This is an optimization exercise on Yosys and OpenROAD, whose aim is small area, not a production implementation. Where RTL was checked, it was by simulation tests only, not by an equivalence proof against the original. The RTL of runs 1 to 3 was laid out without a check of its function. Power is estimated from default activity; no workload was simulated.

### design/flow/config.mk
export PLATFORM = sky130hd
export DESIGN_NAME = mnist_pixel_loader
export DESIGN_NICKNAME = mnist_pixel_loader
export VERILOG_FILES = /design/flow/design.v
export SDC_FILE = /design/flow/constraint.sdc
export NUM_CORES = 4
export LEC_CHECK = 0
export CAP_MARGIN = 20
export CORE_MARGIN = 2
export CORE_UTILIZATION = 40
export SLEW_MARGIN = 20
### design/flow/constraint.sdc
create_clock -name core_clock -period 5.0 [get_ports {clk}]
set_input_delay 1.0000 -clock core_clock [delete_from_list [all_inputs] [get_ports {clk}]]
set_output_delay 1.0000 -clock core_clock [all_outputs]
set_load 0.01 [all_outputs]
### design/flow/run.sh
#!/bin/bash
# synth_recipe.tcl (not shown) runs the flow's synth.tcl, then flattens the netlist and writes it again
# the make line also repeats each setting of config.mk as NAME=value (left out here)
make -C /OpenROAD-flow-scripts/flow DESIGN_CONFIG=/design/flow/config.mk WORK_HOME=/design/flow/orfs CLKGATE_MAP_FILE= SYNTH_SCRIPT=/design/flow/synth_recipe.tcl finish
### design/flow/design.v
module mnist_pixel_loader #(
  parameter int NUM_PIXELS = 784,
  parameter int PIX_W      = 8,
  parameter int THRESH     = 128,
  parameter int TIMEOUT    = 20000
) (
  input  logic                  clk,
  input  logic                  rst_n,
  input  logic                  pix_valid,
  output logic                  pix_ready,
  input  logic [PIX_W-1:0]      pix_data,
  input  logic                  pix_last,
  output logic [NUM_PIXELS-1:0] image_bits,
  output logic                  fp_start,
  input  logic                  fp_done,
  output logic                  busy,
  output logic                  frame_err,
  output logic                  fp_timeout,
  output logic [15:0]           frame_count
);
  localparam int N = 28;   
  localparam logic [4:0] L_LAST = 5'h06;
  localparam logic [4:0] WD_E = 5'h09, WD_R = 5'h15, WD_C = 5'h12;
  function automatic logic [4:0] lfsr(input logic [4:0] x);
    lfsr = {x[3:0], ~(x[4] ^ x[2])};
  endfunction
  function automatic logic [N-1:0] decode(input logic [4:0] x);
    logic [N-1:0] sel;
    sel = '0;
    case (x)
      5'h00: sel[0] = 1'b1;
      5'h01: sel[1] = 1'b1;
      5'h03: sel[2] = 1'b1;
      5'h07: sel[3] = 1'b1;
      5'h0e: sel[4] = 1'b1;
      5'h1c: sel[5] = 1'b1;
      5'h19: sel[6] = 1'b1;
      5'h12: sel[7] = 1'b1;
      5'h04: sel[8] = 1'b1;
      5'h08: sel[9] = 1'b1;
      5'h11: sel[10] = 1'b1;
      5'h02: sel[11] = 1'b1;
      5'h05: sel[12] = 1'b1;
      5'h0a: sel[13] = 1'b1;
      5'h15: sel[14] = 1'b1;
      5'h0b: sel[15] = 1'b1;
      5'h17: sel[16] = 1'b1;
      5'h0f: sel[17] = 1'b1;
      5'h1e: sel[18] = 1'b1;
      5'h1d: sel[19] = 1'b1;
      5'h1b: sel[20] = 1'b1;
      5'h16: sel[21] = 1'b1;
      5'h0d: sel[22] = 1'b1;
      5'h1a: sel[23] = 1'b1;
      5'h14: sel[24] = 1'b1;
      5'h09: sel[25] = 1'b1;
      5'h13: sel[26] = 1'b1;
      5'h06: sel[27] = 1'b1;
      default: sel = '0;
    endcase
    decode = sel;
  endfunction
  logic [NUM_PIXELS-1:0] image_q;
  logic [4:0]            col_q, row_q, ext_q;
  logic [15:0]           frame_count_q;
  logic                  pix_ready_q, busy_q, fp_start_q, frame_err_q, fp_timeout_q;
  logic s_fill, s_drop, s_wait;
  logic xfer, wr, col_end, row_end, hit_pix, hit_wd;
  logic launch_d, stay_wait, adv, clr, keep;
  logic [N-1:0] row_sel, col_set;
  assign s_fill = pix_ready_q & ~busy_q;
  assign s_drop = pix_ready_q & busy_q;
  assign s_wait = ~pix_ready_q & ~fp_start_q;
  assign xfer    = pix_valid & pix_ready_q;
  assign wr      = s_fill & xfer;
  assign col_end = col_q == L_LAST;
  assign row_end = row_q == L_LAST;
  assign hit_pix = col_end & row_end;
  assign hit_wd  = (ext_q == WD_E) & (row_q == WD_R) & (col_q == WD_C);
  assign launch_d  = wr & pix_last & hit_pix;
  assign stay_wait = s_wait & ~fp_done & ~hit_wd;
  assign adv       = (wr & ~pix_last & ~hit_pix) | fp_start_q | stay_wait;
  assign clr       = (wr & (pix_last | hit_pix)) | (s_wait & ~stay_wait);
  always_ff @(posedge clk or negedge rst_n) begin
    if (!rst_n) begin
      col_q <= '0;
      row_q <= '0;
      ext_q <= '0;
    end else if (clr) begin
      col_q <= '0;
      row_q <= '0;
      ext_q <= '0;
    end else if (adv) begin
      col_q <= col_end ? 5'd0 : lfsr(col_q);
      if (col_end) begin
        row_q <= row_end ? 5'd0 : lfsr(row_q);
        if (row_end) ext_q <= lfsr(ext_q);
      end
    end
  end
  assign keep    = ~(wr & (col_q == 5'd0) & (row_q == 5'd0));
  assign row_sel = decode(row_q);
  assign col_set = decode(col_q) & {N{wr & pix_data >= PIX_W'(THRESH)}};
  always_ff @(posedge clk) begin
    for (int r = 0; r < N; r++)
      for (int c = 0; c < N; c++)
        image_q[r*N+c] <= (image_q[r*N+c] & keep) | (row_sel[r] & col_set[c]);
  end
  always_ff @(posedge clk or negedge rst_n) begin
    if (!rst_n) begin
      frame_count_q <= '0;
      pix_ready_q   <= 1'b1;
      busy_q        <= 1'b0;
      fp_start_q    <= 1'b0;
      frame_err_q   <= 1'b0;
      fp_timeout_q  <= 1'b0;
    end else begin
      if (s_wait & fp_done) frame_count_q <= frame_count_q + 16'd1;
      fp_start_q    <= launch_d;
      pix_ready_q   <= ~(launch_d | fp_start_q | stay_wait);
      busy_q        <= launch_d | fp_start_q | stay_wait |
                       (wr & ~pix_last & hit_pix) |
                       (s_drop & ~(xfer & pix_last));
      frame_err_q   <= wr & (pix_last ^ hit_pix);
      fp_timeout_q  <= s_wait & ~fp_done & hit_wd;
    end
  end
  assign pix_ready   = pix_ready_q;
  assign image_bits  = image_q;
  assign fp_start    = fp_start_q;
  assign busy        = busy_q;
  assign frame_err   = frame_err_q;
  assign fp_timeout  = fp_timeout_q;
  assign frame_count = frame_count_q;
endmodule
==> flow_summary.toml, run 1 <==
[clock_tree]
cts_resized = 0
post_cts_buffers = 0
clk_path_buf_depth = 3
htreeDepth = 3
cts_tree = "done"
cts_buffers = 85
clk_transition_reported_paths_ns = 0.06
clockRootBuffer = "clkbuf_16"
holdBufCountCts = 0
cts.sinks = 820
clk_latency_ns = 0.63

[yosys]
avgSynthCellArea_um2 = 11.2
syn-instance-count = 2335
netlist_area_um2 = 26100
yosys_warnings = 1
synth.most_common_cell = "dfxtp_1"
synthFlopType = "dfxtp_1"
ys_async_sr_fraction_pct = 4.39
synth_top_area_share_pct = 60.1
syn_nets = 2350
yosys-top-cells-area = "dfxtp_1 60%, a22o_1 17%, o21ai_0 5.4%, nand2_1 4.8%, dfrtp_1 3.4%"
ys_seq_area_share_pct = 63.6
synth-edff-count = 0
ys_top_cells_by_count = "784 x dfxtp_1, 503 x a22o_1, 331 x nand2_1"
synth_cell_type_count = 54
synth_top_area_cell = "dfxtp_1"
ys_ff_latch = 820

[worst_setup_path]
crit_buf_inv = 2
critPathTopFamily = "simple AND/OR/NAND/NOR gates"
max_stage_delay_ns = 0.75
cp-start-kind = "flop"
cpMaxStageDelayCell = "nand4_1"
crit_path_end_kind = "flop"
critPathKind = "flop to flop"
critPathLaunch = "row_q[0]$_DFFE_PN0P_"
cp_max_fo = 101
crit_chain = "or2_2 -> nor2_8 -> nand4_1 -> buf_4 -> buf_12 -> a22o_1"
r2r_start = "row_q[0]$_DFFE_PN0P_"
cp_data_arrival_time_ns = 3.92
cp_data_required_time_ns = 5.50

[power_and_ir_drop]
power_density_nw_per_um2 = 356
peakVddDrop_mv = 0.269
p_leak_nw = 13.9

[run_status]
status = "timing/DRC/antenna clean"

[drt]
finalWirelength_um = 105000
drt.antenna.violating_nets = 0
dr.first_iter.drc_count = 1946
vias = 22000
drt_pass1_iterations = 7
wl_per_cell_um = 26.2
drc_errors = 0
routed_via_density = 5.48

[floorplanning]
die_x_um = 259
core_um2 = 64500
die_area_um2 = 67300
rows = 93
start_util_pct = 40.5
ios = 818
die_height_um = 259

[min_path]
holdCritPathClass = "flop to flop"
hp-start = "image_q[720]$_DFF_P_"

[sta]
rsz0062_at_grt = "false"
finalMaxSlewViolations = 0
max_slew.worst_pin.slew_ns = 1.05
finalSetupViolCount = 0
slew_headroom_pct = 30.0
clock.fmax_ghz = 0.293
finalCritPeriodShare_pct = 68.3
fin_skew_ns = 0.0243
hold_viol_final = 0
tns_ns = 0
finalCriticalPeriod_ns = 3.41

[global_route]
antenna_found_initial = 2
grt_pass1_wl_um = 151000
grt_max_degree = 133
grt-ovfl-total = 0
grt.total_usage_pct = 30.0
first_global_vias = 20800

[flow_run]
maxCapViolations = 0

[final_layout]
utilization_pct = 58.4
syn_to_final_growth_pct = 44.1
fin_nets = 3108
drive_above_1_share_pct = 7.69
fillers = 5370

[placed_design]
finalWeightedCongestion = 0.827
io_buffers = 810
hpwl_um = 72700
[cells by family after synthesis]
group	after synthesis	synth area share [%]
flip-flops	820	63.6
AO/OA/AOI/OAI	810	23.0
AND/OR/NAND/NOR	477	8.00
buffers and inverters	204	4.56
XOR/XNOR	18	0.604
multiplexers	4	0.158
adder cells (fa/ha/maj)	2	0.0958
[per-layer routing]
metal | part of all wire (%) | routed length [µm] | vias up | track usage, %
li1 | - | - | 9898 | -
met1 | 39 | 41400 | 10900 | 36.5
met2 | 47 | 49600 | 1019 | 49.1
met3 | 9.0 | 9450 | 194 | 9.12
met4 | 4.6 | 4800 | 0 | 13.2
met5 | 0 | 0 | - | 0
[worst reg2reg max path, cell delays in order, from the launching register on]
cell and delay (ns):
dfrtp_1 0.53, or2_2 0.48, nor2_8 0.41, nand4_1 0.75, buf_4 0.49, buf_12 0.24, a22o_1 0.41
[power by group]
group          switching, W  internal (W)  leakage (nW)  total (W)
Sequential        0.0000195       0.00655          6.81    0.00657
Combinational      0.000382     0.0000896          5.69   0.000472
Clock               0.00262       0.00374          1.39    0.00637
[cell type report]
| class | count | area [µm²] | area share (%) |
|---|---|---|---|
| tap | 855 | 1070 | 2.84 |
| timing repair buffer | 872 | 8680 | 23.1 |
| sequential | 820 | 16600 | 44.1 |
| antenna | 2 | 5.00 | 0.0133 |
| clock buffer | 122 | 2470 | 6.56 |
| multi-input combinational | 1311 | 8450 | 22.5 |
| inverter | 3 | 11.3 | 0.0299 |
| clock inverter | 30 | 345 | 0.918 |
[registers in the layout, summed over array words and instances, names as in the netlist]
register / flops
image_q: 784
fp_start_q: 1
pix_ready_q: 1
row_q: 5
fp_timeout_q: 1
col_q: 5
busy_q: 1
ext_q: 5
frame_count_q: 16
frame_err_q: 1
[through the flow]
stage	hold WS (ns)	std cells	cell area (µm²)	total power [W]	worst slack, ns
after detailed placement	0.441	3861	34800	0.00718	1.08
final	0.452	4015	37600	0.0134	1.59
after CTS	0.454	4013	37600	0.0135	1.63
after global routing	0.468	4013	37600	0.0138	1.45
after global placement	0.435	3860	34800	0.00717	1.22
after floorplan	0.474	2335	26100	0.00711	2.63
[cell usage in the layout (no fill, tap or decap), types with 9 or more instances in the layout]
master and count:
nor2_4 18, nand3b_1 9, nand2_1 330, a22o_1 503
a21oi_1 14, nand3_1 20, nor2_1 39, dfxtp_1 784
clkbuf_8 18, o21ai_0 283, dfrtp_1 35, clkdlybuf4s50_1 809
buf_4 53, buf_12 9, xnor2_1 17, clkinv_2 17
clkbuf_1 18, clkbuf_16 86
[worst paths after layout]
path | to | slack, ns | cells past startpoint
setup / recovery | image_q[179]$_DFF_P_ | 1.59 | 6
setup reg to reg | image_q[179]$_DFF_P_ | 1.59 | 6
hold / removal | image_q[720]$_DFF_P_ | 0.45 | 2
max in group asynchronous | col_q[3]$_DFFE_PN0P_ | 3.98 | 1
min in group asynchronous | frame_count_q[12]$_DFFE_PN0P_ | 0.47 | 1
hold reg to reg | image_q[720]$_DFF_P_ | 0.45 | 2
==> run 2, diff against run 1 <==
==> design/flow/flow/run.sh (new file) <==
#!/bin/bash
set -euo pipefail
bash standard.sh BUFFER_PORTS_ARGS="-buffer_cell sky130_fd_sc_hd__buf_1" finish > flow_run.log 2>&1
==> design/flow/standard.sh (new file) <==
#!/bin/bash
# synth_recipe.tcl (not shown) runs the flow's synth.tcl, then flattens the netlist and writes it again
# the make line also repeats each setting of config.mk as NAME=value (left out here)
make -C /OpenROAD-flow-scripts/flow DESIGN_CONFIG=/design/flow/config.mk WORK_HOME=/design/flow/orfs CLKGATE_MAP_FILE= SYNTH_SCRIPT=/design/flow/synth_recipe.tcl "${@:-finish}"
removed: design/flow/run.sh
==> run 2 against run 1 <==
Combinational power down 13%. Clock power is 3% lower. Flip-flop and latch count did not move. Worst hold slack lost 0.0011 ns. Die area unchanged. Via count rose by 0.29%. Cell count is 0.62% lower.
==> flow_summary.toml, run 2 <==
[run_status]
status = "timing/DRC/antenna clean"

[sta]
hold_viol_final = 0
slew_headroom_pct = 18.8
max_slew.worst_pin.slew_ns = 1.22
rsz0062_at_grt = "false"
finalCritPeriodShare_pct = 68.5
finalCriticalPeriod_ns = 3.43
tns_ns = 0
finalMaxSlewViolations = 0
clock.fmax_ghz = 0.292
fin_ws_ns = 1.57
finalSetupViolCount = 0
fin_skew_ns = 0.0284

[final_layout]
fin_nets = 3085
final_common_cell = "buf_1"
diodes = 0
utilization_pct = 50.1
largest_register = "image_q"
multi_input_area_um2 = 8460
syn_to_final_growth_pct = 23.8
final_cell_mix = "809 x buf_1, 784 x dfxtp_1, 503 x a22o_1"
reg_top3 = "image_q x784, frame_count_q x16"
seq_area_um2 = 16600
largest_reg_flops = 784
fillers = 5963
drive_above_1_share_pct = 6.92

[yosys]
synth_top_area_share_pct = 60.1
ys_ff_latch = 820
syn_nets = 2350
ys_top_cells_by_count = "784 x dfxtp_1, 503 x a22o_1, 331 x nand2_1"
syn-instance-count = 2335
synthFlopType = "dfxtp_1"
synth-edff-count = 0
yosys-top-cells-area = "dfxtp_1 60%, a22o_1 17%, o21ai_0 5.4%, nand2_1 4.8%, dfrtp_1 3.4%"
synth.most_common_cell = "dfxtp_1"
ys_async_sr_fraction_pct = 4.39
synth_cell_type_count = 54
netlist_area_um2 = 26100
synth_top_area_cell = "dfxtp_1"
yosys_warnings = 1
avgSynthCellArea_um2 = 11.2
ys_seq_area_share_pct = 63.6

[clock_tree]
clk_latency_ns = 0.63
cts_buffers = 83
clk_transition_reported_paths_ns = 0.06
htreeDepth = 3
cts_tree = "done"
clockRootBuffer = "clkbuf_16"
post_cts_buffers = 0
cts_resized = 0
holdBufCountCts = 0
clk_path_buf_depth = 3
cts.sinks = 820

[placed_design]
hpwl_um = 65000
pre_cts_slack_ns = 1.35
finalWeightedCongestion = 0.873
io_buffers = 810

[drt]
drc_errors = 0
finalWirelength_um = 97200
routed_via_density = 5.53
drt.antenna.violating_nets = 0
wl_per_cell_um = 24.4
dr.first_iter.drc_count = 2118
vias = 22100
drt_pass1_iterations = 5

[floorplanning]
die_x_um = 259
ios = 818
die_area_um2 = 67300
rows = 93
core_um2 = 64500
die_height_um = 259
start_util_pct = 40.5

[worst_setup_path]
r2r_start = "row_q[3]$_DFFE_PN0P_"
cp_data_arrival_time_ns = 3.99
crit_path_end_kind = "flop"
cp_max_fo = 235
critPathLaunch = "row_q[3]$_DFFE_PN0P_"
cp-start-kind = "flop"
cp_data_required_time_ns = 5.56
critPathKind = "flop to flop"

[global_route]
grt_max_degree = 236
grt.total_usage_pct = 27.4
first_global_vias = 21000
grt-ovfl-total = 0
grt_pass1_wl_um = 140000
antenna_found_initial = 1

[power_and_ir_drop]
peakVddDrop_mv = 0.240
p_leak_nw = 11.9
power_density_nw_per_um2 = 408

[min_path]
holdCritPathClass = "flop to flop"
hp-start = "image_q[678]$_DFF_P_"

[flow_run]
maxCapViolations = 0
-- run 2: cell types whose count changed in the layout (fill, tap and decap cells not counted), moves of 2 or more --
| cell | change |
|---|---|
| buf_1 | +809 |
| clkdlybuf4s50_1 | -809 |
| buf_4 | -18 |
| buf_12 | -5 |
| clkbuf_1 | +4 |
| clkinvlp_4 | -3 |
| nand3_1 | -3 |
| nand3_2 | +3 |
| buf_16 | +2 |
| bufinv_16 | -2 |
| diode_2 | -2 |
-- run 2: final cells by class --
type                       instances  area share, %
tap                              855           3.31
clock inverter                    25          0.848
timing repair buffer             851           10.6
inverter                           3         0.0349
multi-input combinational       1311           26.2
clock buffer                     125           7.61
sequential                       820           51.4
-- run 2: metal layers --
layer  vias to the layer above  track usage (%)  part of all wire, %
met4                         0             13.6                  4.9
met5                         -                0                    0
met1                     10900             33.5                   40
li1                       9840                -                    -
met2                      1083             45.0                   47
met3                       229             6.96                  8.4
-- run 2: logic make-up after synthesis --
family | synth area share, %
AO/OA/AOI/OAI | 23.0
XOR/XNOR | 0.604
adder cells (fa/ha/maj) | 0.0958
buffers and inverters | 4.56
flip-flops | 63.6
multiplexers | 0.158
AND/OR/NAND/NOR | 8.00
-- run 2: stage by stage --
stage               hold WS, ns  cell area [µm²]  power, W  cells
global placement          0.436            29500   0.00711   3837
global route              0.480            32300    0.0135   3990
floorplan                 0.474            26100   0.00711   2335
CTS                       0.455            32300    0.0132   3988
finish                    0.451            32300    0.0132   3990
detailed placement        0.440            29500   0.00712   3838
-- run 2: final timing paths --
| kind | to | slack [ns] | depth (start not counted) |
|---|---|---|---|
| min in group asynchronous | frame_count_q[6]$_DFFE_PN0P_ | 0.51 | 1 |
| max | image_q[113]$_DFF_P_ | 1.57 | 6 |
| max in group asynchronous | row_q[2]$_DFFE_PN0P_ | 3.87 | 1 |
| min | image_q[678]$_DFF_P_ | 0.45 | 2 |
| min reg2reg | image_q[678]$_DFF_P_ | 0.45 | 2 |
| max reg2reg | image_q[113]$_DFF_P_ | 1.57 | 6 |
-- run 2: power by group --
part | leakage [nW] | internal [W] | switching, W | total (W)
sequential | 6.81 | 0.00655 | 0.0000204 | 0.00657
clock | 1.35 | 0.00361 | 0.00258 | 0.00619
combinational | 3.79 | 0.0000477 | 0.000364 | 0.000412
-- run 2: worst max-delay path: stages, from the launching register on --
cell	delay, ns
dfrtp_1	0.69
or3_1	0.38
nor2_8	0.14
nand4_1	0.18
buf_12	0.63
buf_12	0.75
a22o_1	0.28
==> run 3, diff against run 2 <==
--- a/design/flow/config.mk
+++ b/design/flow/config.mk
@@ -9,3 +9,5 @@
 export CORE_MARGIN = 2
 export CORE_UTILIZATION = 40
+export CTS_BUF_LIST = sky130_fd_sc_hd__clkbuf_4 sky130_fd_sc_hd__clkbuf_8
+export CTS_CLUSTER_SIZE = 20
 export SLEW_MARGIN = 20
==> run 3 against run 2 <==
Still clean on timing, DRC and antenna. Wire length is 0.42% higher. Cell count grew 2.1%. Via count up 1.2%. Final area hardly changed. First-iteration DRC count is 4.5% higher. Clock power decreased by 3.9%. Largest cell class unchanged. Highest routed layer unchanged.
==> flow_summary.toml, run 3 <==
[global_route]
grt.total_usage_pct = 27.7
antenna_found_initial = 3
first_global_vias = 21200
grt_pass1_wl_um = 141000
grt_max_degree = 236
grt-ovfl-total = 0

[drt]
drc_errors = 0
dr_wl_met3_um = 8570
highest_layer = "met4"
vias = 22300
finalWirelength_um = 97600
dr.first_iter.drc_count = 2213
dr_wl_met2_um = 46300
drt.antenna.violating_nets = 0
drt-met1-wl_um = 38400
wl_per_cell_um = 24.0
drt_pass1_iterations = 6
routed_via_density = 5.48

[yosys]
synth_top_area_share_pct = 60.1
syn_nets = 2350
avgSynthCellArea_um2 = 11.2
synth_cell_type_count = 54
ys_seq_area_share_pct = 63.6
synthFlopType = "dfxtp_1"
ys_async_sr_fraction_pct = 4.39
ys_ff_latch = 820
ys_top_cells_by_count = "784 x dfxtp_1, 503 x a22o_1, 331 x nand2_1"
netlist_area_um2 = 26100
yosys_warnings = 1
syn-instance-count = 2335
synth.most_common_cell = "dfxtp_1"
synth_top_area_cell = "dfxtp_1"
yosys-top-cells-area = "dfxtp_1 60%, a22o_1 17%, o21ai_0 5.4%, nand2_1 4.8%, dfrtp_1 3.4%"
synth-edff-count = 0

[clock_tree]
clk_path_buf_depth = 3
clockRootBuffer = "clkbuf_8"
cts.sinks = 820
post_cts_buffers = 0
holdBufCountCts = 0
htreeDepth = 4
cts_buffers = 133
clk_latency_ns = 0.78
cts_resized = 0
clk_transition_reported_paths_ns = 0.07
cts_tree = "done"

[power_and_ir_drop]
peakVddDrop_mv = 0.218
swShare_pct = 23.6
p_comb_share_pct = 3.2
clkPwrFrac_pct = 46.0
p_leak_nw = 12.1
seqPwrFrac_pct = 50.8
intPower_w = 0.00988
power_density_nw_per_um2 = 400
switchingPower_w = 0.00306

[worst_setup_path]
crit_chain = "or3_1 -> nor2_8 -> nand4_1 -> buf_12 -> buf_12 -> a22o_1"
r2r_start = "row_q[3]$_DFFE_PN0P_"
crit_path_end_kind = "flop"
crit_buf_inv = 2
critPathTopFamily = "buffers and inverters"
reg2regPathDepth = 6
path_depth = 6
critPathLaunch = "row_q[3]$_DFFE_PN0P_"
path_common_cell = "buf_12"
cp_max_fo = 235
cp_data_required_time_ns = 5.69
cp_data_arrival_time_ns = 4.19
max_stage_delay_ns = 0.74
critPathKind = "flop to flop"
cp-start-kind = "flop"
cpMaxStageDelayCell = "buf_12"

[final_layout]
fin_nets = 3135
largest_reg_flops = 784
reg_top3 = "image_q x784, frame_count_q x16"
design_area_um2 = 32300
final_cell_mix = "809 x buf_1, 784 x dfxtp_1, 503 x a22o_1"
syn_to_final_growth_pct = 23.9
drive_above_1_share_pct = 9.92
largest_register = "image_q"
final_common_cell = "buf_1"

[sta]
rsz0062_at_grt = "false"
tns_ns = 0
holdWs_ns = 0.356
fin_ws_ns = 1.50
slew_headroom_pct = 18.4
finalCriticalPeriod_ns = 3.50
fin_skew_ns = 0.0354
finalMaxSlewViolations = 0
finalCritPeriodShare_pct = 69.9
max_slew.worst_pin.slew_ns = 1.22
finalSetupViolCount = 0
hold_viol_final = 0
clock.fmax_ghz = 0.286

[floorplanning]
core_um2 = 64500
start_util_pct = 40.5
ios = 818
die_area_um2 = 67300
rows = 93
die_x_um = 259
die_height_um = 259

[placed_design]
io_buffers = 810
hpwl_um = 65000
pre_cts_slack_ns = 1.35
place_area_um2 = 29500
finalWeightedCongestion = 0.873

[run_status]
status = "timing/DRC/antenna clean"

[min_path]
holdCritPathClass = "primary input to asynchronous set/reset pin"

[flow_run]
maxCapViolations = 0
[run 3: power groups by stage]
stage | combinational, W | sequential, W | clock, W
final | 0.000411 | 0.00657 | 0.00595
after global placement | 0.000393 | 0.00671 | 0
after CTS | 0.000404 | 0.00657 | 0.00605
after global routing | 0.000444 | 0.00657 | 0.00633
after floorplan | 0.000402 | 0.00671 | 0
after detailed placement | 0.000404 | 0.00672 | 0
[run 3: cell families (layout without fill, tap and decap cells)]
logic type / count (synthesis) / in the layout / synth area share (%)
flip-flops: 820 / 820 / 63.6
AO/OA/AOI/OAI: 810 / 810 / 23.0
AND/OR/NAND/NOR: 477 / 477 / 8.00
buffers and inverters: 204 / 1084 / 4.56
XOR/XNOR: 18 / 18 / 0.604
multiplexers: 4 / 4 / 0.158
adder cells (fa/ha/maj): 2 / 2 / 0.0958
other: 0 / 4 / 0
[run 3: final cells by class]
class | instances | area, µm²
inverters | 3 | 11.3
repair buffers | 851 | 3440
well taps | 855 | 1070
multi-input cells | 1311 | 8460
flip-flops and latches | 820 | 16600
clock buffers | 207 | 2560
clock inverters | 23 | 190
diodes | 4 | 10.0
fillers | 5975 | 32100
[run 3: final timing paths]
kind,endpoint,slack (ns)
hold / removal,frame_count_q[1]$_DFFE_PN0P_,0.36
setup reg to reg,image_q[49]$_DFF_P_,1.50
hold reg to reg,image_q[678]$_DFF_P_,0.45
setup / recovery,image_q[49]$_DFF_P_,1.50
min in group core_clock,image_q[678]$_DFF_P_,0.45
max in group asynchronous,col_q[0]$_DFFE_PN0P_,4.02
[run 3: metrics by stage]
stage / std cells / utilization (%) / total power [W]
3_3_place_gp: 3837 / 45.8 / 0.00711
3_5_place_dp: 3838 / 45.8 / 0.00712
4_1_cts: 4068 / 50.1 / 0.0130
6_report: 4074 / 50.2 / 0.0129
5_1_grt: 4074 / 50.2 / 0.0133
2_1_floorplan: 2335 / - / 0.00711
[run 3: per-layer routing]
| metal | GRT usage [%] | up-vias |
|---|---|---|
| met4 | 13.5 | 0 |
| met3 | 8.12 | 247 |
| met2 | 45.2 | 1169 |
| met5 | 0 | - |
| li1 | - | 9964 |
| met1 | 33.3 | 10900 |
==> run 4, diff against run 3 <==
--- a/design/flow/design.v
+++ b/design/flow/design.v
@@ -20,6 +20,8 @@
 );
   localparam int N = 28;   
-  localparam logic [4:0] L_LAST = 5'h06;
-  localparam logic [4:0] WD_E = 5'h09, WD_R = 5'h15, WD_C = 5'h12;
+  localparam logic [4:0] L_LAST = 5'h06, M_LAST = 5'h1f;
+  localparam logic [4:0] WD_E = 5'h09, M_E = 5'h1f;
+  localparam logic [4:0] WD_R = 5'h15, M_R = 5'h15;
+  localparam logic [4:0] WD_C = 5'h12, M_C = 5'h12;
   function automatic logic [4:0] lfsr(input logic [4:0] x);
     lfsr = {x[3:0], ~(x[4] ^ x[2])};
@@ -74,8 +76,9 @@
   assign xfer    = pix_valid & pix_ready_q;
   assign wr      = s_fill & xfer;
-  assign col_end = col_q == L_LAST;
-  assign row_end = row_q == L_LAST;
+  assign col_end = ((col_q ^ L_LAST) & M_LAST) == '0;
+  assign row_end = ((row_q ^ L_LAST) & M_LAST) == '0;
   assign hit_pix = col_end & row_end;
-  assign hit_wd  = (ext_q == WD_E) & (row_q == WD_R) & (col_q == WD_C);
+  assign hit_wd  = (((ext_q ^ WD_E) & M_E) == '0) & (((row_q ^ WD_R) & M_R) == '0) &
+                   (((col_q ^ WD_C) & M_C) == '0);
   assign launch_d  = wr & pix_last & hit_pix;
   assign stay_wait = s_wait & ~fp_done & ~hit_wd;
@@ -86,16 +89,15 @@
       col_q <= '0;
       row_q <= '0;
-      ext_q <= '0;
     end else if (clr) begin
       col_q <= '0;
       row_q <= '0;
-      ext_q <= '0;
     end else if (adv) begin
       col_q <= col_end ? 5'd0 : lfsr(col_q);
-      if (col_end) begin
-        row_q <= row_end ? 5'd0 : lfsr(row_q);
-        if (row_end) ext_q <= lfsr(ext_q);
-      end
+      if (col_end) row_q <= row_end ? 5'd0 : lfsr(row_q);
     end
+  end
+  always_ff @(posedge clk) begin
+    if (clr) ext_q <= '0;
+    else if (adv & col_end & row_end) ext_q <= lfsr(ext_q);
   end
   assign keep    = ~(wr & (col_q == 5'd0) & (row_q == 5'd0));
==> design/flow/flow/run.sh (replaced) <==
#!/bin/bash
# The standard layout (standard.sh: the standard synthesis, floorplan, placement, CTS,
# routing) with two changes:
#  - port buffers are the smallest buffer, buf_1, instead of the cell buffer_ports picks;
#  - clock tree: clkbuf_8 leaf clusters of at most 16 sinks and 60 um, no dummy loads.
# All make/tool output goes to flow_run.log here; ORFS's per-step logs are under orfs/logs/.
set -euo pipefail
bash standard.sh \
  BUFFER_PORTS_ARGS="-buffer_cell sky130_fd_sc_hd__buf_1" \
  CTS_ARGS="-sink_clustering_enable -repair_clock_nets -dont_use_dummy_load -buf_list sky130_fd_sc_hd__clkbuf_8 -sink_clustering_size 16 -sink_clustering_max_diameter 60" \
  finish > flow_run.log 2>&1
--- a/design/flow/config.mk
+++ b/design/flow/config.mk
@@ -8,6 +8,4 @@
 export CAP_MARGIN = 20
 export CORE_MARGIN = 2
-export CORE_UTILIZATION = 40
-export CTS_BUF_LIST = sky130_fd_sc_hd__clkbuf_4 sky130_fd_sc_hd__clkbuf_8
-export CTS_CLUSTER_SIZE = 20
+export CORE_UTILIZATION = 60
 export SLEW_MARGIN = 20
==> run 4 against run 3 <==
The run now fails in I/O pin placement (3_2_place_iop). Synthesized cell count increased by 20%. Synthesized area hardly changed.
==> flow_summary.toml, run 4 <==
[floorplanning]
die_x_um = 213
die_height_um = 213
start_util_pct = 60.8
rows = 76

[yosys]
synth.most_common_cell = "nand2_1"
yosys_warnings = 1
syn-instance-count = 2807
ys_top_cells_by_count = "857 x nand2_1, 789 x dfxtp_1, 458 x o21ai_0"
avgSynthCellArea_um2 = 9.30
netlist_area_um2 = 26100
synthFlopType = "dfxtp_1"
yosys-top-cells-area = "dfxtp_1 60%, nand2_1 12%, o21ai_0 8.8%, o21ai_1 6.2%, buf_6 3.5%"
ys_ff_latch = 820
synth_cell_type_count = 47
synth-edff-count = 0
ys_async_sr_fraction_pct = 3.78
syn_nets = 2822
synth_top_area_cell = "dfxtp_1"
synth_top_area_share_pct = 60.5
ys_seq_area_share_pct = 63.5

[run_status]
failing_step = "I/O pin placement (3_2_place_iop)"
status = "aborted with a tool error"
error = "[ERROR PPL-0024] Number of IO pins (818) exceeds maximum number of available positions (762). Increase the die perimeter from 850.44um to 1112.48um."
[run 4: changes by cell type after synthesis, moves of 8 or more]
cell | before | now
a21oi_1 | 14 | 2
a22o_1 | 503 | 0
buf_2 | 82 | 8
buf_6 | 41 | 80
clkbuf_1 | 71 | 119
mux2i_1 | 3 | 14
nand2_1 | 331 | 857
nand3_1 | 22 | 12
nand3b_1 | 9 | 1
nor2_1 | 51 | 26
nor2_2 | 11 | 1
o21ai_0 | 283 | 458
o21ai_1 | 1 | 326
[run 4: cells by family after synthesis]
group | share of synthesized area (%)
buffers and inverters | 5.52
flip-flops | 63.5
multiplexers | 0.637
AO/OA/AOI/OAI | 15.3
XOR/XNOR | 0.604
AND/OR/NAND/NOR | 14.4
adder cells (fa/ha/maj) | 0.0958
==> run 5, diff against run 4 <==
--- a/design/flow/config.mk
+++ b/design/flow/config.mk
@@ -8,4 +8,5 @@
 export CAP_MARGIN = 20
 export CORE_MARGIN = 2
-export CORE_UTILIZATION = 60
+export CORE_UTILIZATION = 40
+export PLACE_DENSITY = 0.85
 export SLEW_MARGIN = 20
==> run 5 against run 4 <==
Now clean on timing, DRC and antenna. Synthesized cell count unchanged. Synthesized area unchanged.
==> flow_summary.toml, run 5 <==
[global_route]
grt-ovfl-total = 0
grt_pass1_wl_um = 132000
grt_max_degree = 168
first_global_vias = 21300
grt.total_usage_pct = 25.8
antenna_found_initial = 5

[yosys]
netlist_area_um2 = 26100
synth_top_area_cell = "dfxtp_1"
yosys-top-cells-area = "dfxtp_1 60%, nand2_1 12%, o21ai_0 8.8%, o21ai_1 6.2%, buf_6 3.5%"
synth.most_common_cell = "nand2_1"
synth_simple_gate_area_share_pct = 14.4
synth_top_family_by_area = "compound AO/OA/AOI/OAI gates"
yosys_warnings = 1
synth_top_area_share_pct = 60.5
syn-instance-count = 2807
synth_mux_area_share_pct = 0.637
synth_cell_type_count = 47
syn_nets = 2822
ys_async_sr_fraction_pct = 3.78
synthFlopType = "dfxtp_1"
synth_compound_area_share_pct = 15.3
ys_top_cells_by_count = "857 x nand2_1, 789 x dfxtp_1, 458 x o21ai_0"
ys_ff_latch = 820
synth_xor_xnor_area_share_pct = 0.604
avgSynthCellArea_um2 = 9.30
synth-adder-area-share_pct = 0.0958
ys_seq_area_share_pct = 63.5
synth-edff-count = 0

[floorplanning]
die_height_um = 259
start_util_pct = 40.5
die_area_um2 = 67300
core_um2 = 64500
ios = 818
rows = 93
die_x_um = 259

[clock_tree]
cts_tree = "done"
clk_transition_reported_paths_ns = 0.10
clk_latency_ns = 0.69
holdBufCountCts = 0
cts_buffers = 59
cts_resized = 0
post_cts_buffers = 0
htreeDepth = 2
cts.sinks = 820
clk_path_buf_depth = 3
clockRootBuffer = "clkbuf_8"

[placed_design]
finalWeightedCongestion = 0.849
io_buffers = 810
hpwl_um = 59200

[power_and_ir_drop]
peakVddDrop_mv = 0.283
p_leak_nw = 10.1
power_density_nw_per_um2 = 338

[drt]
routed_via_density = 5.37
vias = 23400
finalWirelength_um = 93300
dr.first_iter.drc_count = 2986
drt_pass1_iterations = 8
drc_errors = 0
drt.antenna.violating_nets = 0
wl_per_cell_um = 21.4

[final_layout]
drive_above_1_share_pct = 3.81
fillers = 6005
final_common_cell = "nand2_1"
reg_top3 = "image_q x784, frame_count_q x16"
fin_nets = 3511
syn_to_final_growth_pct = 14.9
multi_input_area_um2 = 8170
largest_reg_flops = 784
seq_area_um2 = 16600
largest_register = "image_q"
final_cell_mix = "829 x nand2_1, 810 x buf_1, 789 x dfxtp_1"

[run_status]
status = "timing/DRC/antenna clean"

[worst_setup_path]
cp_max_fo = 167
critPathKind = "flop to flop"
crit_path_end_kind = "flop"
regToRegSetupSlack_ns = 1.71
cp_data_arrival_time_ns = 3.75
cp_data_required_time_ns = 5.47
cp-start-kind = "flop"

[sta]
fin_skew_ns = 0.0740
finalMaxSlewViolations = 0
hold_viol_final = 0
finalSetupViolCount = 0
clock.fmax_ghz = 0.304
slew_headroom_pct = 21.5
finalCritPeriodShare_pct = 65.7
rsz0062_at_grt = "false"
finalCriticalPeriod_ns = 3.29
holdWs_ns = 0.318
max_slew.worst_pin.slew_ns = 1.17
tns_ns = 0

[flow_run]
maxCapViolations = 0

[min_path]
holdCritPathClass = "primary input to asynchronous set/reset pin"
==> run 5: cell counts after synthesis <==
No cell type changed its count.
==> run 5: cells by family after synthesis <==
logic type | count (synthesis)
XOR/XNOR | 18
flip-flops | 820
multiplexers | 16
adder cells (fa/ha/maj) | 2
buffers and inverters | 217
AND/OR/NAND/NOR | 941
AO/OA/AOI/OAI | 793
==> run 5: power breakdown <==
group	switching (W)	leakage, nW	internal (W)	total [W]
clock	0.00199	0.424	0.00105	0.00304
sequential	0.0000237	6.77	0.00655	0.00657
combinational	0.000440	2.92	0.0000743	0.000514
==> run 5: stage by stage <==
stage                     cells  cell area, µm²  setup WS (ns)  total power (W)  util (%)
after floorplan            2807           26100           2.78          0.00728         -
after global placement     4288           29200           1.78          0.00722      45.2
after detailed placement   4288           29200           1.72          0.00722      45.2
after CTS                  4347           30000           1.82           0.0101      46.5
after global routing       4349           30000           1.58           0.0104      46.5
final                      4351           30000           1.71           0.0101      46.5
==> run 5: layout make-up <==
class	count	share of cell area, %
Sequential cell	820	55.2
Multi-Input combinational cell	1770	27.2
Timing Repair Buffer	841	11.2
Tap cell	855	3.57
Clock buffer	59	2.71
Inverter	4	0.0500
Antenna cell	2	0.0167
==> run 5: layer usage <==
metal / GRT usage [%] / vias up / routed length, µm
li1: - / 10500 / -
met2: 43.3 / 1522 / 43800
met1: 29.4 / 11000 / 33600
met5: 0 / - / 14
met3: 7.82 / 358 / 10400
met4: 14.1 / 2 / 5570
==> run 5: critical path, stage by stage, from the launching register on <==
cell and delay, ns:
dfrtp_1 0.49, nor2_4 0.30, nand2_2 0.55, or3_4 0.92, buf_12 0.37, nand2_1 0.20
o21ai_0 0.10
==> run 5: worst paths after layout <==
| path | from | end | cells past startpoint |
|---|---|---|---|
| max | row_q[4]$_DFFE_PN0P_ | image_q[356]$_DFF_P_ | 6 |
| min | rst_n | frame_count_q[8]$_DFFE_PN0P_ | 2 |
| max reg2reg | row_q[4]$_DFFE_PN0P_ | image_q[356]$_DFF_P_ | 6 |
| min reg2reg | image_q[462]$_DFF_P_ | image_q[462]$_DFF_P_ | 2 |
| max in group asynchronous | rst_n | pix_ready_q$_DFF_PN1_ | 2 |
| min in group core_clock | image_q[462]$_DFF_P_ | image_q[462]$_DFF_P_ | 2 |
==> run 6, diff against run 5 <==
--- a/design/flow/config.mk
+++ b/design/flow/config.mk
@@ -6,7 +6,6 @@
 export NUM_CORES = 4
 export LEC_CHECK = 0
-export CAP_MARGIN = 20
+export CAP_MARGIN = 5
 export CORE_MARGIN = 2
 export CORE_UTILIZATION = 40
-export PLACE_DENSITY = 0.85
-export SLEW_MARGIN = 20
+export SLEW_MARGIN = 5
==> run 6 against run 5 <==
First-iteration DRC count fell by 31%. Still clean on timing, DRC and antenna. Global-route usage rose by 2.2 points. Utilization hardly changed. Die area unchanged. Largest cell class unchanged.
==> flow_summary.toml, run 6 <==
[final_layout]
final_common_cell = "nand2_1"
largest_reg_flops = 784
reg_top3 = "image_q x784, frame_count_q x16"
drive_above_1_share_pct = 3.86
fin_nets = 3516
syn_to_final_growth_pct = 14.9
largest_register = "image_q"
final_cell_mix = "833 x nand2_1, 809 x buf_1, 789 x dfxtp_1"
fillers = 6603

[sta]
finalCritPeriodShare_pct = 64.4
slew_headroom_pct = 26.9
hold_viol_final = 0
fin_skew_ns = 0.0618
clock.fmax_ghz = 0.311
finalCriticalPeriod_ns = 3.22
rsz0062_at_grt = "false"
finalMaxSlewViolations = 0
fin_ws_ns = 1.78
finalSetupViolCount = 0
max_slew.worst_pin.slew_ns = 1.09
holdWs_ns = 0.414
tns_ns = 0

[yosys]
synth-edff-count = 0
ys_ff_latch = 820
ys_async_sr_fraction_pct = 3.78
yosys-top-cells-area = "dfxtp_1 60%, nand2_1 12%, o21ai_0 8.8%, o21ai_1 6.2%, buf_6 3.5%"
synth_top_area_share_pct = 60.5
ys_seq_area_share_pct = 63.5
yosys_warnings = 1
synth_mux_area_share_pct = 0.637
synth_compound_area_share_pct = 15.3
synth_simple_gate_area_share_pct = 14.4
syn_nets = 2822
synth_top_family_by_area = "compound AO/OA/AOI/OAI gates"
synth_cell_type_count = 47
synth_top_area_cell = "dfxtp_1"
ys_top_cells_by_count = "857 x nand2_1, 789 x dfxtp_1, 458 x o21ai_0"
syn-instance-count = 2807
synth_xor_xnor_area_share_pct = 0.604
synth.most_common_cell = "nand2_1"
netlist_area_um2 = 26100
synth-adder-area-share_pct = 0.0958
synthFlopType = "dfxtp_1"
avgSynthCellArea_um2 = 9.30

[clock_tree]
cts_buffers = 60
post_cts_buffers = 0
cts_resized = 0
clk_transition_reported_paths_ns = 0.10
cts_tree = "done"
clockRootBuffer = "clkbuf_8"
clk_path_buf_depth = 3
holdBufCountCts = 0
clk_latency_ns = 0.67
cts.sinks = 820
htreeDepth = 2

[drt]
vias = 22200
dr.first_iter.drc_count = 2074
wl_per_cell_um = 22.7
drt.antenna.violating_nets = 0
routed_via_density = 5.09
drt_pass1_iterations = 5
drc_errors = 0
finalWirelength_um = 98900

[worst_setup_path]
critPathKind = "flop to flop"
max_stage_delay_ns = 0.91
cp-endpoint = "image_q[374]$_DFF_P_"
cp-start-kind = "flop"
critPathTopFamily = "simple AND/OR/NAND/NOR gates"
reg2regPathDepth = 6
crit_chain = "nor3_4 -> nand2_2 -> or3_4 -> buf_12 -> nand2_1 -> o21ai_0"
cp_data_arrival_time_ns = 3.73
crit_path_end_kind = "flop"
cp_data_required_time_ns = 5.51
cpMaxStageDelayCell = "or3_4"
regToRegSetupSlack_ns = 1.78
r2r-end = "image_q[374]$_DFF_P_"
r2r_start = "row_q[1]$_DFFE_PN0P_"
path_depth = 6
crit_buf_inv = 1
critPathLaunch = "row_q[1]$_DFFE_PN0P_"
cp_max_fo = 151

[global_route]
antenna_found_initial = 5
grt-ovfl-total = 0
grt_pass1_wl_um = 141000
grt.total_usage_pct = 28.0
grt_max_degree = 152
first_global_vias = 20200

[floorplanning]
rows = 93
start_util_pct = 40.5
die_area_um2 = 67300
core_um2 = 64500
die_x_um = 259
ios = 818
die_height_um = 259

[placed_design]
io_buffers = 810
pre_cts_slack_ns = 1.71
finalWeightedCongestion = 0.838
hpwl_um = 65600

[power_and_ir_drop]
p_leak_nw = 10.1
power.total_w = 0.0102
power_density_nw_per_um2 = 340
peakVddDrop_mv = 0.219

[min_path]
holdCritPathClass = "primary input to asynchronous set/reset pin"

[run_status]
status = "timing/DRC/antenna clean"

[flow_run]
maxCapViolations = 0
-- run 6: cell types whose count changed in the layout (fill, tap and decap cells not counted) --
cell      change
diode_2       +1
nand2_2       -4
buf_12        -2
buf_1         -1
clkbuf_2      +1
clkbuf_8      +1
buf_4         +7
buf_8         -1
nand2_1       +4
-- run 6: how the worst min path moves through the flow --
| stage | endpoint | slack [ns] | cells past startpoint |
|---|---|---|---|
| finish | frame_count_q[12]$_DFFE_PN0P_ | 0.41 | 1 |
| global route | frame_count_q[11]$_DFFE_PN0P_ | 0.43 | 1 |
| CTS | frame_count_q[11]$_DFFE_PN0P_ | 0.35 | 1 |
| detailed placement | image_q[194]$_DFF_P_ | 0.44 | 2 |
| global placement | image_q[160]$_DFF_P_ | 0.43 | 2 |
| floorplan | image_q[100]$_DFF_P_ | 0.47 | 2 |
-- run 6: cell families (layout without fill, tap and decap cells) --
kind of cell,after synthesis,in the layout
AO/OA/AOI/OAI,793,793
multiplexers,16,16
buffers and inverters,217,909
flip-flops,820,820
XOR/XNOR,18,18
adder cells (fa/ha/maj),2,2
AND/OR/NAND/NOR,941,941
other,0,3
-- run 6: stage by stage --
step / instances / cell area, µm² / util, %
after floorplan: 2807 / 26100 / -
after global placement: 4294 / 29200 / 45.3
after detailed placement: 4294 / 29200 / 45.3
after CTS: 4354 / 30000 / 46.5
after global routing: 4355 / 30000 / 46.5
final: 4357 / 30000 / 46.5
-- run 6: layout make-up --
| type | count | area, µm² | share of cell area, % |
|---|---|---|---|
| Clock buffer | 60 | 826 | 2.75 |
| Multi-Input combinational cell | 1770 | 8160 | 27.2 |
| Sequential cell | 820 | 16600 | 55.2 |
| Timing Repair Buffer | 845 | 3350 | 11.2 |
| Inverter | 4 | 15.0 | 0.0500 |
| Antenna cell | 3 | 7.51 | 0.0250 |
| Tap cell | 855 | 1070 | 3.57 |
-- run 6: power by group --
part / switching (W) / total [W] / internal [W]
sequential: 0.0000249 / 0.00658 / 0.00655
combinational: 0.000453 / 0.000525 / 0.0000721
clock: 0.00203 / 0.00310 / 0.00107
-- run 6: metal layers --
layer / global-route usage [%] / up-vias / share of wire [%]
met2: 46.2 / 945 / 47
met4: 10.8 / 0 / 4.0
li1: - / 10500 / -
met5: 0 / - / 0
met1: 34.7 / 10500 / 40
met3: 7.84 / 199 / 9.1
==> run 7, diff against run 6 <==
--- a/design/flow/config.mk
+++ b/design/flow/config.mk
@@ -6,6 +6,7 @@
 export NUM_CORES = 4
 export LEC_CHECK = 0
-export CAP_MARGIN = 5
+export CAP_MARGIN = 20
 export CORE_MARGIN = 2
 export CORE_UTILIZATION = 40
-export SLEW_MARGIN = 5
+export GPL_TIMING_DRIVEN = 0
+export SLEW_MARGIN = 20
==> run 7 against run 6 <==
Worst hold slack worse by 0.28 ns. Highest routed layer unchanged. Still clean. Synthesized area unchanged. Largest cell class unchanged. Utilization increased by 1.7 points. Count of clock-buffer cells in the layout is the same. Sequential share of layout area shrank 1.9 points. Cell count increased by 4.1%. Global-route usage rose by 3.4 points. Final area rose by 3.6%. Critical path depth did not move. Flip-flop and latch count unchanged.
==> flow_summary.toml, run 7 <==
[drt]
wl_per_cell_um = 24.3
drt.antenna.violating_nets = 0
finalWirelength_um = 110000
drt_pass1_iterations = 5
vias = 23400
dr.first_iter.drc_count = 1863
routed_via_density = 5.17
drc_errors = 0

[power_and_ir_drop]
power.total_w = 0.0106
p_leak_nw = 10.6
peakVddDrop_mv = 0.234
power_density_nw_per_um2 = 341

[sta]
clock.fmax_ghz = 0.337
max_slew.worst_pin.slew_ns = 1.17
rsz0062_at_grt = "false"
hold_viol_final = 0
finalCriticalPeriod_ns = 2.97
finalCritPeriodShare_pct = 59.4
holdWs_ns = 0.138
fin_ws_ns = 2.03
finalMaxSlewViolations = 0
fin_skew_ns = 0.0737
finalSetupViolCount = 0
slew_headroom_pct = 22.1
tns_ns = 0

[clock_tree]
cts.sinks = 820
clockRootBuffer = "clkbuf_8"
post_cts_buffers = 0
clk_path_buf_depth = 3
holdBufCountCts = 0
clk_transition_reported_paths_ns = 0.11
clk_latency_ns = 0.71
cts_tree = "done"
cts_resized = 0
htreeDepth = 2
cts_buffers = 60

[flow_run]
maxCapViolations = 0

[yosys]
avgSynthCellArea_um2 = 9.30
synth_top_area_cell = "dfxtp_1"
synth-adder-area-share_pct = 0.0958
ys_seq_area_share_pct = 63.5
synth_cell_type_count = 47
synth_xor_xnor_area_share_pct = 0.604
yosys_warnings = 1
ys_async_sr_fraction_pct = 3.78
netlist_area_um2 = 26100
synthFlopType = "dfxtp_1"
syn-instance-count = 2807
yosys-top-cells-area = "dfxtp_1 60%, nand2_1 12%, o21ai_0 8.8%, o21ai_1 6.2%, buf_6 3.5%"
synth.most_common_cell = "nand2_1"
ys_ff_latch = 820
synth_top_area_share_pct = 60.5
syn_nets = 2822
synth-edff-count = 0
synth_compound_area_share_pct = 15.3
synth_mux_area_share_pct = 0.637
synth_simple_gate_area_share_pct = 14.4
synth_top_family_by_area = "compound AO/OA/AOI/OAI gates"
ys_top_cells_by_count = "857 x nand2_1, 789 x dfxtp_1, 458 x o21ai_0"

[final_layout]
fillers = 6590
reg_top3 = "image_q x784, frame_count_q x16"
seq_area_um2 = 16600
multi_input_area_um2 = 8100
final_cell_mix = "857 x nand2_1, 810 x buf_1, 789 x dfxtp_1"
syn_to_final_growth_pct = 19.0
largest_register = "image_q"
largest_reg_flops = 784
drive_above_1_share_pct = 4.59
fin_nets = 3695
final_common_cell = "nand2_1"

[worst_setup_path]
reg2regPathDepth = 6
regToRegSetupSlack_ns = 2.03
cp-endpoint = "image_q[371]$_DFF_P_"
critPathLaunch = "pix_ready_q$_DFF_PN1_"
cp-start-kind = "flop"
r2r_start = "pix_ready_q$_DFF_PN1_"
crit_path_end_kind = "flop"
cp_max_fo = 10
cp_data_required_time_ns = 5.62
cp_data_arrival_time_ns = 3.58
critPathKind = "flop to flop"
r2r-end = "image_q[371]$_DFF_P_"

[placed_design]
pre_cts_slack_ns = 1.56
hpwl_um = 81900
io_buffers = 810
finalWeightedCongestion = 0.913

[global_route]
grt_pass1_wl_um = 154000
grt_max_degree = 27
grt.total_usage_pct = 31.4
first_global_vias = 21200
antenna_found_initial = 4
grt-ovfl-total = 0

[floorplanning]
core_um2 = 64500
die_area_um2 = 67300
die_x_um = 259
rows = 93
start_util_pct = 40.5
die_height_um = 259
ios = 818

[min_path]
holdCritPathClass = "primary input to asynchronous set/reset pin"

[run_status]
status = "timing/DRC/antenna clean"
## run 7: cell counts after synthesis
No cell type changed its count.
## run 7: cell type report
type | count | share of cell area [%]
diodes | 2 | 0.0161
inverters | 4 | 0.0483
multi-input cells | 1770 | 26.1
plain buffers | 213 | 4.59
clock buffers | 60 | 2.66
well taps | 855 | 3.44
flip-flops and latches | 820 | 53.3
repair buffers | 811 | 9.85
## run 7: worst min path at each step
stage | start | endpoint | slack [ns]
2_1_floorplan | image_q[100]$_DFF_P_ | image_q[100]$_DFF_P_ | 0.47
3_3_place_gp | image_q[215]$_DFF_P_ | image_q[215]$_DFF_P_ | 0.43
3_5_place_dp | image_q[672]$_DFF_P_ | image_q[672]$_DFF_P_ | 0.44
4_1_cts | rst_n | frame_count_q[7]$_DFFE_PN0P_ | 0.09
5_1_grt | rst_n | frame_count_q[13]$_DFFE_PN0P_ | 0.11
6_report | rst_n | frame_count_q[7]$_DFFE_PN0P_ | 0.14
## run 7: worst max-delay path, cell delays in order, from the launching register on
cell      delay (ns)
dfstp_2         0.64
and3b_1         0.24
nand2_1         0.17
nor3_4          0.29
nand2_1         0.78
clkbuf_1        0.52
o21ai_0         0.25
## run 7: cells by family after synthesis
group / after synthesis
xor+xnor: 18
fa+ha+maj: 2
flops: 820
mux: 16
compound gates: 793
simple gates: 941
buf+inv: 217
## run 7: power by group
group          leakage, nW  switching [W]  total (W)  internal, W
Clock                0.431        0.00208    0.00314      0.00107
Sequential            6.77      0.0000138    0.00657      0.00655
Combinational         3.41       0.000615   0.000879     0.000265
## run 7: per-layer routing
metal	wire length [µm]	global-route usage (%)	part of all wire, %
met3	10400	9.06	9.4
met1	42500	37.5	39
met2	52600	53.1	48
met4	4720	12.3	4.3
met5	0	0	0
## run 7: through the flow
stage	std cells	cell area, µm²	utilization, %
finish	4535	31100	48.2
global route	4535	31100	48.2
CTS	4533	31100	48.2
detailed placement	4473	30200	46.9
global placement	4472	30200	46.9
floorplan	2807	26100	-
==> run 8, diff against run 7 <==
--- a/design/flow/config.mk
+++ b/design/flow/config.mk
@@ -9,4 +9,3 @@
 export CORE_MARGIN = 2
 export CORE_UTILIZATION = 40
-export GPL_TIMING_DRIVEN = 0
 export SLEW_MARGIN = 20
==> run 8 against run 7 <==
Synthesized cell count is the same. Cell count shrank 3.9%. Die area is the same. Sequential power is essentially flat. Critical path type unchanged. Register-to-register slack lost 0.25 ns. Combinational power shrank about 40%. Highest routed layer unchanged.
==> flow_summary.toml, run 8 <==
[run_status]
status = "timing/DRC/antenna clean"

[worst_setup_path]
cp_max_fo = 151
cpMaxStageDelayCell = "or3_4"
reg2regPathDepth = 6
crit_path_end_kind = "flop"
r2r_start = "row_q[1]$_DFFE_PN0P_"
cp_data_required_time_ns = 5.51
cp-start-kind = "flop"
max_stage_delay_ns = 0.91
cp_data_arrival_time_ns = 3.73
critPathKind = "flop to flop"
r2r-end = "image_q[374]$_DFF_P_"
regToRegSetupSlack_ns = 1.78
crit_chain = "nor3_4 -> nand2_2 -> or3_4 -> buf_12 -> nand2_1 -> o21ai_0"

[floorplanning]
die_area_um2 = 67300
core_um2 = 64500
ios = 818
start_util_pct = 40.5
die_x_um = 259
rows = 93
die_height_um = 259

[yosys]
synth_top_area_cell = "dfxtp_1"
syn_nets = 2822
synth_compound_area_share_pct = 15.3
ys_seq_area_share_pct = 63.5
synth-edff-count = 0
synth.most_common_cell = "nand2_1"
yosys_warnings = 1
ys_ff_latch = 820
synth_top_area_share_pct = 60.5
ys_top_cells_by_count = "857 x nand2_1, 789 x dfxtp_1, 458 x o21ai_0"
synth_mux_area_share_pct = 0.637
synth_xor_xnor_area_share_pct = 0.604
synth_cell_type_count = 47
syn-instance-count = 2807
synthFlopType = "dfxtp_1"
netlist_area_um2 = 26100
synth_simple_gate_area_share_pct = 14.4
avgSynthCellArea_um2 = 9.30
synth-adder-area-share_pct = 0.0958
ys_async_sr_fraction_pct = 3.78
yosys-top-cells-area = "dfxtp_1 60%, nand2_1 12%, o21ai_0 8.8%, o21ai_1 6.2%, buf_6 3.5%"
synth_top_family_by_area = "compound AO/OA/AOI/OAI gates"

[global_route]
grt-ovfl-total = 0
grt_pass1_wl_um = 141000
grt_max_degree = 152
first_global_vias = 20200
antenna_found_initial = 5
grt.total_usage_pct = 28.0

[final_layout]
largest_reg_flops = 784
seq_area_um2 = 16600
utilization_pct = 46.5
stdcell_count = 4357
final_common_cell = "nand2_1"
syn_to_final_growth_pct = 14.9
largest_register = "image_q"
multi_input_area_um2 = 8160
fillers = 6603
reg_top3 = "image_q x784, frame_count_q x16"
fin_nets = 3516
drive_above_1_share_pct = 3.86
final_cell_mix = "833 x nand2_1, 809 x buf_1, 789 x dfxtp_1"
design_area_um2 = 30000

[sta]
finalCriticalPeriod_ns = 3.22
slew_headroom_pct = 26.9
rsz0062_at_grt = "false"
clock.fmax_ghz = 0.311
finalSetupViolCount = 0
hold_viol_final = 0
tns_ns = 0
finalMaxSlewViolations = 0
fin_skew_ns = 0.0618
finalCritPeriodShare_pct = 64.4
max_slew.worst_pin.slew_ns = 1.09

[drt]
vias = 22200
finalWirelength_um = 98900
wl_per_cell_um = 22.7
drc_errors = 0
dr.first_iter.drc_count = 2074
drt.antenna.violating_nets = 0
routed_via_density = 5.09
drt_pass1_iterations = 5

[clock_tree]
clockRootBuffer = "clkbuf_8"
post_cts_buffers = 0
cts_buffers = 60
clk_transition_reported_paths_ns = 0.10
cts_tree = "done"
clk_latency_ns = 0.67
cts.sinks = 820
htreeDepth = 2
clk_path_buf_depth = 3
cts_resized = 0
holdBufCountCts = 0

[flow_run]
maxCapViolations = 0

[power_and_ir_drop]
power.total_w = 0.0102
power_density_nw_per_um2 = 340
peakVddDrop_mv = 0.219
p_leak_nw = 10.1

[placed_design]
hpwl_um = 65600
finalWeightedCongestion = 0.838
place_area_um2 = 29200
io_buffers = 810
dp.cells = 4294

[min_path]
holdCritPathClass = "primary input to asynchronous set/reset pin"
[run 8: layout make-up]
cell class | instances | share of cell area [%]
Sequential cell | 820 | 55.2
Multi-Input combinational cell | 1770 | 27.2
Timing Repair Buffer | 845 | 11.2
Tap cell | 855 | 3.57
Clock buffer | 60 | 2.75
Inverter | 4 | 0.0500
Antenna cell | 3 | 0.0250
[run 8: cells by family after synthesis]
kind of cell               after synthesis
buffers and inverters                  217
DFF                                    820
AOI/OAI and AO/OA                      793
xor gates and xnor gates                18
muxes                                   16
adders and majority gates                2
and+or+nand+nor                        941
[run 8: stage by stage]
step | worst slack [ns] | hold WS [ns]
3_5_place_dp | 1.71 | 0.440
2_1_floorplan | 2.78 | 0.474
6_report | 1.78 | 0.414
5_1_grt | 1.57 | 0.434
3_3_place_gp | 1.73 | 0.433
4_1_cts | 1.80 | 0.353
[run 8: report_power, final]
part	switching (W)	internal, W	total [W]
Combinational	0.000453	0.0000721	0.000525
Clock	0.00203	0.00107	0.00310
Sequential	0.0000249	0.00655	0.00658
Total	0.00251	0.00769	0.0102
[run 8: layer usage]
layer / GRT usage [%] / vias up / routed length [µm]
li1: - / 10500 / -
met1: 34.7 / 10500 / 39600
met2: 46.2 / 945 / 46400
met3: 7.84 / 199 / 9000
met4: 10.8 / 0 / 3970
met5: 0 / - / 0
[run 8: how the worst max path moves through the flow]
stage                                                to  slack (ns)  cells past startpoint                  from
after floorplan           frame_count_q[13]$_DFFE_PN0P_        2.78                      5               fp_done
after global placement             image_q[692]$_DFF_P_        1.73                      7             pix_valid
after detailed placement           image_q[160]$_DFF_P_        1.71                      7             pix_valid
after CTS                          image_q[163]$_DFF_P_        1.80                      6  row_q[1]$_DFFE_PN0P_
after global routing               image_q[556]$_DFF_P_        1.57                      6  row_q[2]$_DFFE_PN0P_
final                              image_q[374]$_DFF_P_        1.78                      6  row_q[1]$_DFFE_PN0P_
[run 8: worst max-delay path: cells and delay by family (launching register included)]
kind	cells	cell delay, ns
flip-flops	1	0.52
AO/OA/AOI/OAI	1	0.09
AND/OR/NAND/NOR	4	1.90
buffers and inverters	1	0.37
==> run 9, diff against run 8 <==
==> design/flow/flow/run.sh (replaced) <==
#!/bin/bash
# The standard layout (standard.sh: the standard synthesis, floorplan, placement, CTS,
# routing) with two changes:
#  - port buffers are the smallest buffer, buf_1, instead of the cell buffer_ports picks;
#  - clock tree: clkbuf_8 leaf clusters of at most 17 sinks and 60 um, no dummy loads.
# All make/tool output goes to flow_run.log here; ORFS's per-step logs are under orfs/logs/.
set -euo pipefail
bash standard.sh \
  BUFFER_PORTS_ARGS="-buffer_cell sky130_fd_sc_hd__buf_1" \
  CTS_ARGS="-sink_clustering_enable -repair_clock_nets -dont_use_dummy_load -buf_list sky130_fd_sc_hd__clkbuf_8 -sink_clustering_size 17 -sink_clustering_max_diameter 60" \
  finish > flow_run.log 2>&1
==> run 9 against run 8 <==
Still clean on timing, DRC and antenna. Sequential power is essentially flat. Count of clock-buffer cells in the layout shrank 4. Synthesized area is the same. Critical endpoint unchanged. Largest cell class unchanged.
==> flow_summary.toml, run 9 <==
[placed_design]
hpwl_um = 65600
pre_cts_slack_ns = 1.71
io_buffers = 810
place_area_um2 = 29200
finalWeightedCongestion = 0.838

[floorplanning]
ios = 818
die_height_um = 259
die_area_um2 = 67300
die_x_um = 259
rows = 93
start_util_pct = 40.5
core_um2 = 64500

[global_route]
grt_max_degree = 152
grt-ovfl-total = 0
antenna_found_initial = 5
grt_pass1_wl_um = 141000
first_global_vias = 20200
grt.total_usage_pct = 28.0

[yosys]
synth-edff-count = 0
synth_top_area_share_pct = 60.5
synth_top_area_cell = "dfxtp_1"
avgSynthCellArea_um2 = 9.30
ys_ff_latch = 820
netlist_area_um2 = 26100
syn-instance-count = 2807
ys_async_sr_fraction_pct = 3.78
synth.most_common_cell = "nand2_1"
yosys_warnings = 1
synthFlopType = "dfxtp_1"
syn_nets = 2822
ys_seq_area_share_pct = 63.5
ys_top_cells_by_count = "857 x nand2_1, 789 x dfxtp_1, 458 x o21ai_0"
synth_cell_type_count = 47
yosys-top-cells-area = "dfxtp_1 60%, nand2_1 12%, o21ai_0 8.8%, o21ai_1 6.2%, buf_6 3.5%"

[sta]
fin_ws_ns = 1.72
max_slew.worst_pin.slew_ns = 1.05
hold_viol_final = 0
finalMaxSlewViolations = 0
clock.fmax_ghz = 0.305
slew_headroom_pct = 29.6
finalSetupViolCount = 0
finalCritPeriodShare_pct = 65.5
finalCriticalPeriod_ns = 3.28
fin_skew_ns = 0.0810
rsz0062_at_grt = "false"
tns_ns = 0

[clock_tree]
holdBufCountCts = 0
cts_tree = "done"
clk_latency_ns = 0.70
cts.sinks = 820
post_cts_buffers = 0
htreeDepth = 2
clockRootBuffer = "clkbuf_8"
clk_path_buf_depth = 3
cts_resized = 0
clk_transition_reported_paths_ns = 0.11
cts_buffers = 56

[worst_setup_path]
cp_data_required_time_ns = 5.51
r2r-end = "image_q[374]$_DFF_P_"
critPathLaunch = "row_q[1]$_DFFE_PN0P_"
r2r_start = "row_q[1]$_DFFE_PN0P_"
cp-endpoint = "image_q[374]$_DFF_P_"
cp_data_arrival_time_ns = 3.78
cp_max_fo = 151
cp-start-kind = "flop"
regToRegSetupSlack_ns = 1.72
critPathKind = "flop to flop"
crit_path_end_kind = "flop"
reg2regPathDepth = 6

[drt]
drt_pass1_iterations = 5
finalWirelength_um = 99000
routed_via_density = 5.09
vias = 22200
dr.first_iter.drc_count = 2057
drt.antenna.violating_nets = 0
wl_per_cell_um = 22.7
drc_errors = 0

[final_layout]
final_common_cell = "nand2_1"
utilization_pct = 46.5
design_area_um2 = 30000
reg_top3 = "image_q x784, frame_count_q x16"
fin_nets = 3512
final_cell_mix = "833 x nand2_1, 809 x buf_1, 789 x dfxtp_1"
syn_to_final_growth_pct = 14.7
largest_reg_flops = 784
largest_register = "image_q"
drive_above_1_share_pct = 3.75

[min_path]
holdCritPathClass = "primary input to asynchronous set/reset pin"

[flow_run]
maxCapViolations = 0

[run_status]
status = "timing/DRC/antenna clean"

[power_and_ir_drop]
power.total_w = 0.0101
p_leak_nw = 10.1
power_density_nw_per_um2 = 338
peakVddDrop_mv = 0.229
[run 9: kinds of logic (layout without fill, tap and decap cells)]
kind of cell | count (synthesis) | in the layout | share of synthesized area [%]
compound gates | 793 | 793 | 15.3
other cells | 0 | 2 | 0
mux | 16 | 16 | 0.637
xor+xnor | 18 | 18 | 0.604
flops | 820 | 820 | 63.5
fa+ha+maj | 2 | 2 | 0.0958
simple gates | 941 | 941 | 14.4
buf+inv | 217 | 905 | 5.52
[run 9: layout make-up]
type,count,area (µm²)
timing repair buffer,845,3350
sequential,820,16600
inverter,4,15.0
multi-input combinational,1770,8160
tap,855,1070
antenna,2,5.00
clock buffer,56,771
fill,6613,34500
[run 9: metal layers]
layer	vias up	part of all wire, %	track usage, %	routed length, µm
met5	-	0	0	0
met4	0	3.7	10.3	3690
met3	174	8.8	7.52	8740
met2	878	47	46.4	46600
met1	10600	40	34.9	40000
li1	10500	-	-	-
[run 9: per-stage QoR]
step / std cells / hold slack [ns]
after floorplan: 2807 / 0.474
after global placement: 4294 / 0.433
after detailed placement: 4294 / 0.440
after CTS: 4350 / 0.363
after global routing: 4351 / 0.426
final: 4352 / 0.419
[run 9: power by group]
part / leakage [nW] / switching (W) / internal, W
Clock: 0.403 / 0.00201 / 0.00100
Sequential: 6.77 / 0.0000250 / 0.00655
Combinational: 2.92 / 0.000455 / 0.0000721
Total: 10.1 / 0.00249 / 0.00763
[run 9: worst min path at each step]
| stage | endpoint | slack (ns) |
|---|---|---|
| after floorplan | image_q[100]$_DFF_P_ | 0.47 |
| after global placement | image_q[160]$_DFF_P_ | 0.43 |
| after detailed placement | image_q[194]$_DFF_P_ | 0.44 |
| after CTS | frame_count_q[11]$_DFFE_PN0P_ | 0.36 |
| after global routing | frame_count_q[11]$_DFFE_PN0P_ | 0.43 |
| final | frame_count_q[3]$_DFFE_PN0P_ | 0.42 |
[run 9: worst max-delay path, stage by stage, from the launching register on]
cell and delay, ns:
dfrtp_1 0.53, nor3_4 0.33, nand2_2 0.52, or3_4 0.91, buf_12 0.35, nand2_1 0.17
o21ai_0 0.09

[afterwards: timing with drivers on the ports]
Ports are ideal in the flow. The routed layouts listed here were re-timed in OpenROAD.
Step 1 sets driving cells, clkbuf_16 on the clock port and buf_2 on the other inputs (assumed; they add their load-dependent delay and slew).
Step 2 moves the port delays by t, midway between the first and last clock arrival at a register: inputs arrive t later, outputs are due t later. That takes back most of the time a late clock gives input paths.
Three values: ideal ports, drivers, drivers and shift; two values: the first two.
| run | t (ns) | setup slack, ns | worst register clock-pin slew, ns |
|---|---|---|---|
| run 1 | 0.681 | 1.585 / 1.585 / 1.007 | 0.06 / 0.06 |
| run 2 | 0.682 | 1.573 / 1.573 / 1.228 | 0.06 / 0.06 |
| run 3 | 0.828 | 1.503 / 1.503 / 1.189 | 0.07 / 0.07 |
| run 5 | 0.726 | 1.714 / 1.714 / 1.567 | 0.11 / 0.11 |
| run 6 | 0.710 | 1.780 / 1.780 / 1.619 | 0.11 / 0.11 |
| run 7 | 0.729 | 2.032 / 2.032 / 1.484 | 0.11 / 0.11 |
| run 8 | 0.710 | 1.780 / 1.780 / 1.619 | 0.11 / 0.11 |
| run 9 | 0.714 | 1.723 / 1.723 / 1.638 | 0.11 / 0.11 |
After both steps setup and hold are still met in every run listed. For run 1, which loses most, drivers alone change the setup slack by 0.000 ns; drivers and shift together by -0.578 ns.
